What follows belongs to an exercise in optimizing a design on an open flow for small area, a short achievable clock period and few clock cycles per item; a production flow would make more cautious choices.
Where RTL was checked, it was by simulation tests only, not by an equivalence proof against the original.

==> inputs of job 136 <==
## rx_flow_top
module rx_flow_top (
     input  logic                       clk
    ,input  logic                       rst_n
    ,input  logic                       hdr_val
    ,input  logic   [183:0]             hdr
    ,output logic                       hdr_rdy
    ,output logic                       tx_req_val
    ,output logic   [163:0]             tx_req
    ,input  logic                       tx_rdy
    ,output logic                       new_flow_val
    ,output logic   [98:0]              new_flow
    ,output logic                       drop_val
);
==> module rx_flow_top, before the edit <==
module rx_flow_top (
     input  logic                       clk
    ,input  logic                       rst_n
    ,input  logic                       hdr_val
    ,input  logic   [183:0]             hdr
    ,output logic                       hdr_rdy
    ,output logic                       tx_req_val
    ,output logic   [163:0]             tx_req
    ,input  logic                       tx_rdy
    ,output logic                       new_flow_val
    ,output logic   [98:0]              new_flow
    ,output logic                       drop_val
);
    localparam int NF = rx_pkg::FLOW_CNT;
    localparam int HW = 96 + 32 + 16 + 1;
    rx_pkg::rx_hdr_t        h_in;
    logic   [HW-1:0]        hin;
    assign h_in = hdr;
    assign hin  = {h_in.tuple, h_in.seq_num, h_in.payload_len, h_in.flags[rx_pkg::TCP_FLAG_SYN]};
    logic   [HW-1:0]        q;
    logic   [HW-1:0]        skid;
    logic   [HW-1:0]        q_nx;            
    logic                   q_v;
    logic                   skid_v;
    logic                   q_load;
    logic                   out_free;        
    assign out_free = !tx_req_val || tx_rdy;
    assign hdr_rdy  = !skid_v;
    assign q_load   = !q_v || out_free;
    assign q_nx     = skid_v ? skid : hin;
    always_ff @(posedge clk) begin
        if (!rst_n) begin
            q_v    <= 1'b0;
            skid_v <= 1'b0;
        end else begin
            if (q_load) begin
                q_v    <= skid_v || hdr_val;
                skid_v <= 1'b0;
            end else if (hdr_val && !skid_v) begin
                skid_v <= 1'b1;
            end
        end
    end
    always_ff @(posedge clk) begin
        if (q_load)  q <= q_nx;
        if (!skid_v) skid <= hin;
    end
    logic   [95:0]          t_in;
    logic   [31:0]          seq;
    logic   [15:0]          len;
    logic                   syn;
    assign {t_in, seq, len, syn} = q;
    logic   [NF-1:0]        valid;
    logic   [95:0]          tup  [0:NF-1];
    logic   [31:0]          exps [0:NF-1];
    logic   [NF-1:0]        teq_q;           
    logic                   fwd_q;
    logic   [NF-1:0]        ins_q;
    logic   [NF-1:0]        free_oh;         
    logic   [NF-1:0]        match;
    logic   [NF-1:0]        seq_eq;
    logic                   hit;
    logic                   full;
    logic   [2:0]           hit_id;
    logic   [2:0]           free_id;
    always_comb begin
        for (int i = 0; i < NF; i++) begin
            free_oh[i] = !valid[i] && (i == 0 || valid[(i == 0) ? 0 : i-1]);
            match[i]   = valid[i] && (ins_q[i] ? fwd_q : teq_q[i]);
            seq_eq[i]  = (exps[i] == seq);
        end
    end
    logic   [NF-1:0]        teq_in;
    always_comb begin
        for (int i = 0; i < NF; i++)
            teq_in[i] = (tup[i] == q_nx[HW-1 -: 96]);
    end
    always_ff @(posedge clk) begin
        if (q_load) begin
            teq_q <= teq_in;
            fwd_q <= (t_in == q_nx[HW-1 -: 96]);
        end else begin
            teq_q <= match;
            fwd_q <= 1'b0;
        end
        ins_q <= (accept && is_new) ? free_oh : '0;
    end
    assign hit  = |match;
    assign full = valid[NF-1];
    always_comb begin
        hit_id  = '0;
        free_id = '0;
        for (int i = 0; i < NF; i++) begin
            if (match[i])   hit_id  = hit_id  | 3'(i);
            if (free_oh[i]) free_id = free_id | 3'(i);
        end
    end
    logic                   accept;
    logic                   is_new;
    logic                   is_est;
    assign accept   = q_v && out_free;
    assign is_new   = syn && !hit && !full;
    assign is_est   = !syn && hit;
    logic   [31:0]          seq_inc;
    logic   [31:0]          seq_len;
    logic   [31:0]          wdata;
    logic   [31:0]          exp_hit;
    logic                   eq_hit;
    logic   [31:0]          ack;
    assign seq_inc = seq + 32'd1;
    assign seq_len = seq + 32'(len);
    assign wdata   = syn ? seq_inc : seq_len;
    always_comb begin
        exp_hit = '0;
        eq_hit  = 1'b0;
        for (int i = 0; i < NF; i++) begin
            exp_hit = exp_hit | (exps[i] & {32{match[i]}});
            eq_hit  = eq_hit  | (seq_eq[i] & match[i]);
        end
    end
    assign ack = syn ? seq_inc : (eq_hit ? seq_len : exp_hit);
    always_ff @(posedge clk) begin
        for (int i = 0; i < NF; i++) begin
            if (free_oh[i]) tup[i] <= t_in;
            if ((free_oh[i] && syn) || (q_v && !syn && match[i] && seq_eq[i]))
                exps[i] <= wdata;
        end
    end
    always_ff @(posedge clk) begin
        if (!rst_n)                 valid <= '0;
        else if (accept && is_new)  valid <= valid | free_oh;
    end
    logic                   kind_q;
    logic   [2:0]           id_q;
    logic   [95:0]          t_q;
    logic   [31:0]          ack_q;
    always_ff @(posedge clk) begin
        if (!rst_n) begin
            tx_req_val   <= 1'b0;
            new_flow_val <= 1'b0;
            drop_val     <= 1'b0;
        end else begin
            tx_req_val   <= accept ? (is_new || is_est) : (tx_req_val && !tx_rdy);
            new_flow_val <= accept && is_new;
            drop_val     <= accept && !is_new && !is_est;
        end
    end
    always_ff @(posedge clk) begin
        if (out_free) begin
            kind_q <= !syn;
            id_q   <= syn ? free_id : hit_id;
            t_q    <= t_in;
            ack_q  <= ack;
        end
    end
    rx_pkg::tx_req_t        tx_s;
    assign tx_s.kind           = rx_pkg::tx_kind_e'(kind_q);
    assign tx_s.flowid         = id_q;
    assign tx_s.tuple.src_ip   = t_q[63:32];
    assign tx_s.tuple.dst_ip   = t_q[95:64];
    assign tx_s.tuple.src_port = t_q[15:0];
    assign tx_s.tuple.dst_port = t_q[31:16];
    assign tx_s.seq_num        = rx_pkg::SERVER_ISN | 32'(kind_q);
    assign tx_s.ack_num        = ack_q;
    assign tx_req   = tx_s;
    assign new_flow = {id_q, t_q};
endmodule
clock: 8.0 ns
lec_check: 0
cap_margin: 20
core_margin: 2
core_utilization: 40
place_density: 0.6
setup_slack_margin: 4.8
slew_margin: 20
standard.sh (not shown) runs the stock make flow with config.mk's settings and CLKGATE_MAP_FILE= SYNTH_SCRIPT=/design/flow/synth_recipe.tcl, a recipe that flattens the netlist after the stock synthesis.
==> flow/flow/run.sh <==
#!/bin/bash
set -o pipefail
export BUFFER_PORTS_ARGS="-buffer_cell sky130_fd_sc_hd__buf_1"
bash standard.sh > standard.log 2>&1
==> inputs of job 7211, as changes to job 136 <==
--- a/flow/design.v
+++ b/flow/design.v
@@ -54,40 +54,10 @@
     localparam int NF = rx_pkg::FLOW_CNT;
-    localparam int HW = 96 + 32 + 16 + 1;
-    rx_pkg::rx_hdr_t        h_in;
-    logic   [HW-1:0]        hin;
-    assign h_in = hdr;
-    assign hin  = {h_in.tuple, h_in.seq_num, h_in.payload_len, h_in.flags[rx_pkg::TCP_FLAG_SYN]};
-    logic   [HW-1:0]        q;
-    logic   [HW-1:0]        skid;
-    logic   [HW-1:0]        q_nx;            
-    logic                   q_v;
-    logic                   skid_v;
-    logic                   q_load;
-    logic                   out_free;        
-    assign out_free = !tx_req_val || tx_rdy;
-    assign hdr_rdy  = !skid_v;
-    assign q_load   = !q_v || out_free;
-    assign q_nx     = skid_v ? skid : hin;
-    always_ff @(posedge clk) begin
-        if (!rst_n) begin
-            q_v    <= 1'b0;
-            skid_v <= 1'b0;
-        end else begin
-            if (q_load) begin
-                q_v    <= skid_v || hdr_val;
-                skid_v <= 1'b0;
-            end else if (hdr_val && !skid_v) begin
-                skid_v <= 1'b1;
-            end
-        end
-    end
-    always_ff @(posedge clk) begin
-        if (q_load)  q <= q_nx;
-        if (!skid_v) skid <= hin;
-    end
+    rx_pkg::rx_hdr_t        h;
+    assign h = hdr;
     logic   [95:0]          t_in;
     logic   [31:0]          seq;
-    logic   [15:0]          len;
     logic                   syn;
-    assign {t_in, seq, len, syn} = q;
+    assign t_in = h.tuple;
+    assign seq  = h.seq_num;
+    assign syn  = h.flags[rx_pkg::TCP_FLAG_SYN];
     logic   [NF-1:0]        valid;
@@ -95,5 +65,2 @@
     logic   [31:0]          exps [0:NF-1];
-    logic   [NF-1:0]        teq_q;           
-    logic                   fwd_q;
-    logic   [NF-1:0]        ins_q;
     logic   [NF-1:0]        free_oh;         
@@ -108,20 +75,5 @@
             free_oh[i] = !valid[i] && (i == 0 || valid[(i == 0) ? 0 : i-1]);
-            match[i]   = valid[i] && (ins_q[i] ? fwd_q : teq_q[i]);
+            match[i]   = valid[i] && (tup[i] == t_in);
             seq_eq[i]  = (exps[i] == seq);
         end
-    end
-    logic   [NF-1:0]        teq_in;
-    always_comb begin
-        for (int i = 0; i < NF; i++)
-            teq_in[i] = (tup[i] == q_nx[HW-1 -: 96]);
-    end
-    always_ff @(posedge clk) begin
-        if (q_load) begin
-            teq_q <= teq_in;
-            fwd_q <= (t_in == q_nx[HW-1 -: 96]);
-        end else begin
-            teq_q <= match;
-            fwd_q <= 1'b0;
-        end
-        ins_q <= (accept && is_new) ? free_oh : '0;
     end
@@ -137,2 +89,3 @@
     end
+    logic                   out_free;
     logic                   accept;
@@ -140,23 +93,9 @@
     logic                   is_est;
-    assign accept   = q_v && out_free;
+    assign out_free = !tx_req_val || tx_rdy;
+    assign hdr_rdy  = out_free;
+    assign accept   = hdr_val && out_free;
     assign is_new   = syn && !hit && !full;
     assign is_est   = !syn && hit;
-    logic   [31:0]          seq_inc;
-    logic   [31:0]          seq_len;
     logic   [31:0]          wdata;
-    logic   [31:0]          exp_hit;
-    logic                   eq_hit;
-    logic   [31:0]          ack;
-    assign seq_inc = seq + 32'd1;
-    assign seq_len = seq + 32'(len);
-    assign wdata   = syn ? seq_inc : seq_len;
-    always_comb begin
-        exp_hit = '0;
-        eq_hit  = 1'b0;
-        for (int i = 0; i < NF; i++) begin
-            exp_hit = exp_hit | (exps[i] & {32{match[i]}});
-            eq_hit  = eq_hit  | (seq_eq[i] & match[i]);
-        end
-    end
-    assign ack = syn ? seq_inc : (eq_hit ? seq_len : exp_hit);
+    assign wdata = syn ? seq + 32'd1 : seq + 32'(h.payload_len);
     always_ff @(posedge clk) begin
@@ -164,3 +103,3 @@
             if (free_oh[i]) tup[i] <= t_in;
-            if ((free_oh[i] && syn) || (q_v && !syn && match[i] && seq_eq[i]))
+            if ((free_oh[i] && syn) || (accept && !syn && match[i] && seq_eq[i]))
                 exps[i] <= wdata;
@@ -175,3 +114,2 @@
     logic   [95:0]          t_q;
-    logic   [31:0]          ack_q;
     always_ff @(posedge clk) begin
@@ -192,3 +130,2 @@
             t_q    <= t_in;
-            ack_q  <= ack;
         end
@@ -203,3 +140,3 @@
     assign tx_s.seq_num        = rx_pkg::SERVER_ISN | 32'(kind_q);
-    assign tx_s.ack_num        = ack_q;
+    assign tx_s.ack_num        = exps[id_q];
     assign tx_req   = tx_s;
==> flow/run.sh (new file) <==
#!/bin/bash
# synth_recipe.tcl (not shown) runs the flow's synth.tcl, then flattens the netlist and writes it again
# the make line also repeats each setting of config.mk as NAME=value (left out here)
make -C /OpenROAD-flow-scripts/flow DESIGN_CONFIG=/design/flow/config.mk WORK_HOME=/design/flow/orfs CLKGATE_MAP_FILE= SYNTH_SCRIPT=/design/flow/synth_recipe.tcl finish
- ABC_CLOCK_PERIOD_IN_PS: unset -> 3000
- SETUP_SLACK_MARGIN: 4.8 -> 4.5
removed: flow/flow/run.sh
removed: flow/standard.sh
==> summary of the runs <==
Job 7211 completed without violations. Job 136 completed without violations.
In job 7211 the sequential share of layout area is lower than in job 136, by 8.6 points.
Against job 7211, the clock skew of job 136 is lower by 0.0081 ns.
Between job 7211 and job 136, the lower critical path depth is in job 7211 (gap 1).
In job 7211 the synthesized cell count is smaller than in job 136, by about 10%.
Between job 7211 and job 136, the lower utilization is in job 136 (gap 6.4 points).
Non-clock buffer count: job 136 is lower than job 7211 (168).
In job 7211 the worst setup slack is lower than in job 136, by 0.80 ns.
Testbench counts of job 7211, summed over its fixed seeds: cycles 12,832, headers 12,800.
Only the layout flow was run in job 136; the RTL was not checked for function there.

========
==> inputs of v12 <==
rx_flow_top, a different RTL version from the one above (not shown whole).
==> module rx_flow_top, before the edit <==
module rx_flow_top (
     input  logic                       clk
    ,input  logic                       rst_n
    ,input  logic                       hdr_val
    ,input  logic   [183:0]             hdr
    ,output logic                       hdr_rdy
    ,output logic                       tx_req_val
    ,output logic   [163:0]             tx_req
    ,input  logic                       tx_rdy
    ,output logic                       new_flow_val
    ,output logic   [98:0]              new_flow
    ,output logic                       drop_val
);
    localparam int NF = rx_pkg::FLOW_CNT;
    localparam int HW = 96 + 32 + 16 + 1;
    rx_pkg::rx_hdr_t        h_in;
    logic   [HW-1:0]        hin;
    assign h_in = hdr;
    assign hin  = {h_in.tuple, h_in.seq_num, h_in.payload_len, h_in.flags[rx_pkg::TCP_FLAG_SYN]};
    logic   [HW-1:0]        q;
    logic                   q_v;
    logic                   out_free;        
    assign out_free = !tx_req_val || tx_rdy;
    assign hdr_rdy  = !q_v || out_free;
    always_ff @(posedge clk) begin
        if (!rst_n)        q_v <= 1'b0;
        else if (hdr_rdy)  q_v <= hdr_val;
    end
    always_ff @(posedge clk) begin
        if (hdr_rdy) q <= hin;
    end
    logic   [95:0]          t_in;
    logic   [31:0]          seq;
    logic   [15:0]          len;
    logic                   syn;
    assign {t_in, seq, len, syn} = q;
    logic   [NF-1:0]        valid;
    logic   [95:0]          tup  [0:NF-1];
    logic   [31:0]          exps [0:NF-1];
    logic   [NF-1:0]        teq_q;           
    logic                   fwd_q;
    logic   [NF-1:0]        ins_q;
    logic   [NF-1:0]        free_oh;         
    logic   [NF-1:0]        match;
    logic   [NF-1:0]        seq_eq;
    logic                   hit;
    logic                   full;
    logic   [2:0]           hit_id;
    logic   [2:0]           free_id;
    always_comb begin
        for (int i = 0; i < NF; i++) begin
            free_oh[i] = !valid[i] && (i == 0 || valid[(i == 0) ? 0 : i-1]);
            match[i]   = valid[i] && (ins_q[i] ? fwd_q : teq_q[i]);
            seq_eq[i]  = (exps[i] == seq);
        end
    end
    logic   [NF-1:0]        teq_in;
    always_comb begin
        for (int i = 0; i < NF; i++)
            teq_in[i] = (tup[i] == h_in.tuple);
    end
    always_ff @(posedge clk) begin
        if (hdr_rdy) begin
            teq_q <= teq_in;
            fwd_q <= (t_in == h_in.tuple);
        end else begin
            teq_q <= match;
            fwd_q <= 1'b0;
        end
        ins_q <= (accept && is_new) ? free_oh : '0;
    end
    assign hit  = |match;
    assign full = valid[NF-1];
    always_comb begin
        hit_id  = '0;
        free_id = '0;
        for (int i = 0; i < NF; i++) begin
            if (match[i])   hit_id  = hit_id  | 3'(i);
            if (free_oh[i]) free_id = free_id | 3'(i);
        end
    end
    logic                   accept;
    logic                   is_new;
    logic                   is_est;
    assign accept   = q_v && out_free;
    assign is_new   = syn && !hit && !full;
    assign is_est   = !syn && hit;
    logic   [31:0]          seq_inc;
    logic   [31:0]          seq_len;
    logic   [31:0]          wdata;
    logic   [31:0]          exp_hit;
    logic                   eq_hit;
    logic   [31:0]          ack;
    assign seq_inc = seq + 32'd1;
    assign seq_len = seq + 32'(len);
    assign wdata   = syn ? seq_inc : seq_len;
    always_comb begin
        exp_hit = '0;
        eq_hit  = 1'b0;
        for (int i = 0; i < NF; i++) begin
            exp_hit = exp_hit | (exps[i] & {32{match[i]}});
            eq_hit  = eq_hit  | (seq_eq[i] & match[i]);
        end
    end
    assign ack = syn ? seq_inc : (eq_hit ? seq_len : exp_hit);
    always_ff @(posedge clk) begin
        for (int i = 0; i < NF; i++) begin
            if (free_oh[i]) tup[i] <= t_in;
            if ((free_oh[i] && syn) || (q_v && !syn && match[i] && seq_eq[i]))
                exps[i] <= wdata;
        end
    end
    always_ff @(posedge clk) begin
        if (!rst_n)                 valid <= '0;
        else if (accept && is_new)  valid <= valid | free_oh;
    end
    logic                   kind_q;
    logic   [2:0]           id_q;
    logic   [95:0]          t_q;
    logic   [31:0]          ack_q;
    always_ff @(posedge clk) begin
        if (!rst_n) begin
            tx_req_val   <= 1'b0;
            new_flow_val <= 1'b0;
            drop_val     <= 1'b0;
        end else begin
            tx_req_val   <= accept ? (is_new || is_est) : (tx_req_val && !tx_rdy);
            new_flow_val <= accept && is_new;
            drop_val     <= accept && !is_new && !is_est;
        end
    end
    always_ff @(posedge clk) begin
        if (out_free) begin
            kind_q <= !syn;
            id_q   <= syn ? free_id : hit_id;
            t_q    <= t_in;
            ack_q  <= ack;
        end
    end
    rx_pkg::tx_req_t        tx_s;
    assign tx_s.kind           = rx_pkg::tx_kind_e'(kind_q);
    assign tx_s.flowid         = id_q;
    assign tx_s.tuple.src_ip   = t_q[63:32];
    assign tx_s.tuple.dst_ip   = t_q[95:64];
    assign tx_s.tuple.src_port = t_q[15:0];
    assign tx_s.tuple.dst_port = t_q[31:16];
    assign tx_s.seq_num        = rx_pkg::SERVER_ISN | 32'(kind_q);
    assign tx_s.ack_num        = ack_q;
    assign tx_req   = tx_s;
    assign new_flow = {id_q, t_q};
endmodule
clock: 8.0 ns
lec_check: 0
cap_margin: 20
core_margin: 2
core_utilization: 40
place_density: 0.6
setup_slack_margin: 4.5
slew_margin: 20
==> flow/flow/run.sh <==
#!/bin/bash
set -o pipefail
export BUFFER_PORTS_ARGS="-buffer_cell sky130_fd_sc_hd__buf_1"
export PLACE_PINS_ARGS="-group_pins {tx_rdy hdr_rdy}"
bash standard.sh > standard.log 2>&1
==> v28 (differences from v12) <==
--- a/flow/design.v
+++ b/flow/design.v
@@ -78,7 +78,4 @@
     logic   [95:0]          tup  [0:NF-1];
     logic   [31:0]          exps [0:NF-1];
-    logic   [NF-1:0]        teq_q;           
-    logic                   fwd_q;
-    logic   [NF-1:0]        ins_q;
     logic   [NF-1:0]        free_oh;         
     logic   [NF-1:0]        match;
@@ -91,22 +88,7 @@
         for (int i = 0; i < NF; i++) begin
             free_oh[i] = !valid[i] && (i == 0 || valid[(i == 0) ? 0 : i-1]);
-            match[i]   = valid[i] && (ins_q[i] ? fwd_q : teq_q[i]);
+            match[i]   = valid[i] && (tup[i] == t_in);
             seq_eq[i]  = (exps[i] == seq);
         end
-    end
-    logic   [NF-1:0]        teq_in;
-    always_comb begin
-        for (int i = 0; i < NF; i++)
-            teq_in[i] = (tup[i] == h_in.tuple);
-    end
-    always_ff @(posedge clk) begin
-        if (hdr_rdy) begin
-            teq_q <= teq_in;
-            fwd_q <= (t_in == h_in.tuple);
-        end else begin
-            teq_q <= match;
-            fwd_q <= 1'b0;
-        end
-        ins_q <= (accept && is_new) ? free_oh : '0;
     end
     assign hit  = |match;
==> flow/run.sh (new file) <==
#!/bin/bash
# synth_recipe.tcl (not shown) runs the flow's synth.tcl, then flattens the netlist and writes it again
# the make line also repeats each setting of config.mk as NAME=value (left out here)
make -C /OpenROAD-flow-scripts/flow DESIGN_CONFIG=/design/flow/config.mk WORK_HOME=/design/flow/orfs CLKGATE_MAP_FILE= SYNTH_SCRIPT=/design/flow/synth_recipe.tcl finish
Settings changed: CORE_UTILIZATION 40 to 55, PLACE_DENSITY 0.6 to 0.7.
removed: flow/flow/run.sh
removed: flow/standard.sh
==> v30 (differences from v12) <==
--- a/flow/design.v
+++ b/flow/design.v
@@ -59,14 +59,26 @@
     assign hin  = {h_in.tuple, h_in.seq_num, h_in.payload_len, h_in.flags[rx_pkg::TCP_FLAG_SYN]};
     logic   [HW-1:0]        q;
+    logic   [HW-1:0]        skid;
     logic                   q_v;
+    logic                   skid_v;
     logic                   out_free;        
     assign out_free = !tx_req_val || tx_rdy;
-    assign hdr_rdy  = !q_v || out_free;
+    assign hdr_rdy  = !skid_v;
     always_ff @(posedge clk) begin
-        if (!rst_n)        q_v <= 1'b0;
-        else if (hdr_rdy)  q_v <= hdr_val;
+        if (!rst_n) begin
+            q_v    <= 1'b0;
+            skid_v <= 1'b0;
+        end else begin
+            if (!q_v || out_free) begin
+                q_v    <= skid_v || hdr_val;
+                skid_v <= 1'b0;
+            end else if (hdr_val && !skid_v) begin
+                skid_v <= 1'b1;
+            end
+        end
     end
     always_ff @(posedge clk) begin
-        if (hdr_rdy) q <= hin;
+        if (!q_v || out_free) q <= skid_v ? skid : hin;
+        if (!skid_v)          skid <= hin;
     end
     logic   [95:0]          t_in;
@@ -78,7 +90,4 @@
     logic   [95:0]          tup  [0:NF-1];
     logic   [31:0]          exps [0:NF-1];
-    logic   [NF-1:0]        teq_q;           
-    logic                   fwd_q;
-    logic   [NF-1:0]        ins_q;
     logic   [NF-1:0]        free_oh;         
     logic   [NF-1:0]        match;
@@ -91,22 +100,7 @@
         for (int i = 0; i < NF; i++) begin
             free_oh[i] = !valid[i] && (i == 0 || valid[(i == 0) ? 0 : i-1]);
-            match[i]   = valid[i] && (ins_q[i] ? fwd_q : teq_q[i]);
+            match[i]   = valid[i] && (tup[i] == t_in);
             seq_eq[i]  = (exps[i] == seq);
         end
-    end
-    logic   [NF-1:0]        teq_in;
-    always_comb begin
-        for (int i = 0; i < NF; i++)
-            teq_in[i] = (tup[i] == h_in.tuple);
-    end
-    always_ff @(posedge clk) begin
-        if (hdr_rdy) begin
-            teq_q <= teq_in;
-            fwd_q <= (t_in == h_in.tuple);
-        end else begin
-            teq_q <= match;
-            fwd_q <= 1'b0;
-        end
-        ins_q <= (accept && is_new) ? free_oh : '0;
     end
     assign hit  = |match;
@@ -126,26 +120,10 @@
     assign is_new   = syn && !hit && !full;
     assign is_est   = !syn && hit;
-    logic   [31:0]          seq_inc;
-    logic   [31:0]          seq_len;
     logic   [31:0]          wdata;
-    logic   [31:0]          exp_hit;
-    logic                   eq_hit;
-    logic   [31:0]          ack;
-    assign seq_inc = seq + 32'd1;
-    assign seq_len = seq + 32'(len);
-    assign wdata   = syn ? seq_inc : seq_len;
-    always_comb begin
-        exp_hit = '0;
-        eq_hit  = 1'b0;
-        for (int i = 0; i < NF; i++) begin
-            exp_hit = exp_hit | (exps[i] & {32{match[i]}});
-            eq_hit  = eq_hit  | (seq_eq[i] & match[i]);
-        end
-    end
-    assign ack = syn ? seq_inc : (eq_hit ? seq_len : exp_hit);
+    assign wdata = syn ? seq + 32'd1 : seq + 32'(len);
     always_ff @(posedge clk) begin
         for (int i = 0; i < NF; i++) begin
             if (free_oh[i]) tup[i] <= t_in;
-            if ((free_oh[i] && syn) || (q_v && !syn && match[i] && seq_eq[i]))
+            if ((free_oh[i] && syn) || (accept && !syn && match[i] && seq_eq[i]))
                 exps[i] <= wdata;
         end
@@ -158,5 +136,4 @@
     logic   [2:0]           id_q;
     logic   [95:0]          t_q;
-    logic   [31:0]          ack_q;
     always_ff @(posedge clk) begin
         if (!rst_n) begin
@@ -175,5 +152,4 @@
             id_q   <= syn ? free_id : hit_id;
             t_q    <= t_in;
-            ack_q  <= ack;
         end
     end
@@ -186,5 +162,5 @@
     assign tx_s.tuple.dst_port = t_q[31:16];
     assign tx_s.seq_num        = rx_pkg::SERVER_ISN | 32'(kind_q);
-    assign tx_s.ack_num        = ack_q;
+    assign tx_s.ack_num        = exps[id_q];
     assign tx_req   = tx_s;
     assign new_flow = {id_q, t_q};
==> flow/run.sh (new file) <==
#!/bin/bash
# synth_recipe.tcl (not shown) runs the flow's synth.tcl, then flattens the netlist and writes it again
# the make line also repeats each setting of config.mk as NAME=value (left out here)
make -C /OpenROAD-flow-scripts/flow DESIGN_CONFIG=/design/flow/config.mk WORK_HOME=/design/flow/orfs CLKGATE_MAP_FILE= SYNTH_SCRIPT=/design/flow/synth_recipe.tcl finish
Settings changed: SETUP_SLACK_MARGIN 4.5 to default.
removed: flow/flow/run.sh
removed: flow/standard.sh
==> v20 (differences from v12) <==
--- a/flow/design.v
+++ b/flow/design.v
@@ -62,8 +62,16 @@
     logic                   out_free;        
     assign out_free = !tx_req_val || tx_rdy;
-    assign hdr_rdy  = !q_v || out_free;
+    logic                   q_v_nx;
+    logic                   tx_req_val_nx;
+    logic                   idle_q;          
+    assign hdr_rdy  = idle_q || tx_rdy;
+    always_comb begin
+        if (!rst_n)        q_v_nx = 1'b0;
+        else if (hdr_rdy)  q_v_nx = hdr_val;
+        else               q_v_nx = q_v;
+    end
     always_ff @(posedge clk) begin
-        if (!rst_n)        q_v <= 1'b0;
-        else if (hdr_rdy)  q_v <= hdr_val;
+        q_v    <= q_v_nx;
+        idle_q <= !(q_v_nx && tx_req_val_nx);
     end
     always_ff @(posedge clk) begin
@@ -78,7 +86,4 @@
     logic   [95:0]          tup  [0:NF-1];
     logic   [31:0]          exps [0:NF-1];
-    logic   [NF-1:0]        teq_q;           
-    logic                   fwd_q;
-    logic   [NF-1:0]        ins_q;
     logic   [NF-1:0]        free_oh;         
     logic   [NF-1:0]        match;
@@ -91,22 +96,7 @@
         for (int i = 0; i < NF; i++) begin
             free_oh[i] = !valid[i] && (i == 0 || valid[(i == 0) ? 0 : i-1]);
-            match[i]   = valid[i] && (ins_q[i] ? fwd_q : teq_q[i]);
+            match[i]   = valid[i] && (tup[i] == t_in);
             seq_eq[i]  = (exps[i] == seq);
         end
-    end
-    logic   [NF-1:0]        teq_in;
-    always_comb begin
-        for (int i = 0; i < NF; i++)
-            teq_in[i] = (tup[i] == h_in.tuple);
-    end
-    always_ff @(posedge clk) begin
-        if (hdr_rdy) begin
-            teq_q <= teq_in;
-            fwd_q <= (t_in == h_in.tuple);
-        end else begin
-            teq_q <= match;
-            fwd_q <= 1'b0;
-        end
-        ins_q <= (accept && is_new) ? free_oh : '0;
     end
     assign hit  = |match;
@@ -159,11 +149,17 @@
     logic   [95:0]          t_q;
     logic   [31:0]          ack_q;
+    always_comb begin
+        if (!rst_n)        tx_req_val_nx = 1'b0;
+        else if (accept)   tx_req_val_nx = is_new || is_est;
+        else               tx_req_val_nx = tx_req_val && !tx_rdy;
+    end
+    always_ff @(posedge clk) begin
+        tx_req_val <= tx_req_val_nx;
+    end
     always_ff @(posedge clk) begin
         if (!rst_n) begin
-            tx_req_val   <= 1'b0;
             new_flow_val <= 1'b0;
             drop_val     <= 1'b0;
         end else begin
-            tx_req_val   <= accept ? (is_new || is_est) : (tx_req_val && !tx_rdy);
             new_flow_val <= accept && is_new;
             drop_val     <= accept && !is_new && !is_est;
==> flow/run.sh (new file) <==
#!/bin/bash
# synth_recipe.tcl (not shown) runs the flow's synth.tcl, then flattens the netlist and writes it again
# the make line also repeats each setting of config.mk as NAME=value (left out here)
make -C /OpenROAD-flow-scripts/flow DESIGN_CONFIG=/design/flow/config.mk WORK_HOME=/design/flow/orfs CLKGATE_MAP_FILE= SYNTH_SCRIPT=/design/flow/synth_recipe.tcl finish
Settings changed: SETUP_SLACK_MARGIN 4.5 to 4.7.
removed: flow/flow/run.sh
removed: flow/standard.sh
==> qor summary <==
Result of the run: v28 finished clean; v12 finished clean; v20 finished clean; v30 finished clean
Nature of the critical path startpoint: v28 register; v12 input port; v20 input port; v30 register
Part of the Yosys area used for sequential elements: v28 68.6%; v12 67.5%; v20 66.0%; v30 68.8%
Clock buf/inv share: v28 6.07%; v12 6.94%; v20 6.02%; v30 7.14%
Slowest CP cell: v28 sky130_fd_sc_hd__edfxtp_1; v12 sky130_fd_sc_hd__nand3b_1; v20 sky130_fd_sc_hd__clkinvlp_4; v30 sky130_fd_sc_hd__nor2_1
Core region area: v28 0.103 sq mm; v12 0.146 sq mm; v20 0.148 sq mm; v30 0.149 sq mm
Antenna violations before repair: v28 21; v12 25; v20 17; v30 11
Worst Setup EP: v28 ack_q[1]; v12 hdr_rdy; v20 hdr_rdy; v30 tx_req[1]
Post-layout net count: v28 4804; v12 4674; v20 5241; v30 4576
Share of cell area taken by multi-input logic gates: v28 24.0%; v12 26.2%; v20 26.3%; v30 23.4%
Combined area of the multi-input logic cells: v28 0.0173 sq mm; v12 0.0181 sq mm; v20 0.0203 sq mm; v30 0.0167 sq mm
Register-to-Register Setup Slack: v28 4.17 ns; v12 4.49 ns; v20 4.23 ns; v30 3.46 ns
Area Growth Syn to Fin: v28 26.3%; v12 17.5%; v20 29.7%; v30 18.7%
Mapped Avg Cell Area: v28 14.7 sq um; v12 14.9 sq um; v20 14.1 sq um; v30 15.2 sq um
Multi-input logic cell count: v28 2191; v12 2289; v20 2542; v30 2109
R2R Path End: v28 ack_q[1]; v12 exps[4][12]; v20 ack_q[27]; v30 exps[2][27]
Yosys reg bits: v28 1313; v12 1330; v20 1314; v30 1427
Max-slew headroom at the worst pin: v28 13.6%; v12 9.92%; v20 21.7%; v30 18.5%
GRT Overall Usage: v28 37.3%; v12 29.9%; v20 30.5%; v30 26.1%
Total half-perimeter wirelength after legalization and detailed placement: v28 129000 um; v12 157000 um; v20 153000 um; v30 137000 um
Global routing usage on met3: v28 10.4%; v12 6.46%; v20 6.81%; v30 4.87%
Testbench counts of v12, summed over its fixed seeds: cycles 12,864, headers 12,800.
Testbench counts of v28, summed over its fixed seeds: cycles 12,864, headers 12,800.
Testbench counts of v30, summed over its fixed seeds: cycles 12,864, headers 12,800.
For v20, only the layout was checked, not whether the RTL still works.

[what the ideal ports hide]
In the flow no input, the clock included, has a driving cell. The finished layouts below were timed again as built, in two steps. Step 1 (the two cells are an assumption about what drives the block):
set clk [get_ports {clk}]
set_driving_cell -lib_cell sky130_fd_sc_hd__clkbuf_16 $clk
set_driving_cell -lib_cell sky130_fd_sc_hd__buf_2 [delete_from_list [all_inputs] $clk]
Step 2 moves the port delays by t, midway between the first and last clock arrival at a register: inputs arrive t later, outputs are due t later. That takes back most of the time a late clock gives input paths. Slacks: ideal ports / drivers / drivers and shift; pairs: ideal ports / drivers.
run | t, ns | slack for setup (ns) | worst setup path at the end | clock arrival spread, ns | pins driven straight from the clock port
job 136 | 0.873 | 4.522 / 4.533 / 3.705 | input to register | 0.063 / 0.063 | 1
job 7211 | 0.842 | 3.725 / 3.648 / 3.303 | input to register | 0.068 / 0.069 | 1
v12 | 0.872 | 4.164 / 4.138 / 3.614 | input to register | 0.036 / 0.036 | 1
v28 | 0.829 | 4.174 / 4.174 / 4.174 | register to register | 0.034 / 0.033 | 1
v30 | 0.875 | 2.128 / 2.048 / 2.924 | register to output | 0.037 / 0.037 | 1
v20 | 0.886 | 4.074 / 4.033 / 3.992 | input to register | 0.028 / 0.028 | 1
After both steps setup and hold are still met in every run listed. For job 136, which loses most, drivers alone change the setup slack by +0.011 ns; drivers and shift together by -0.817 ns.
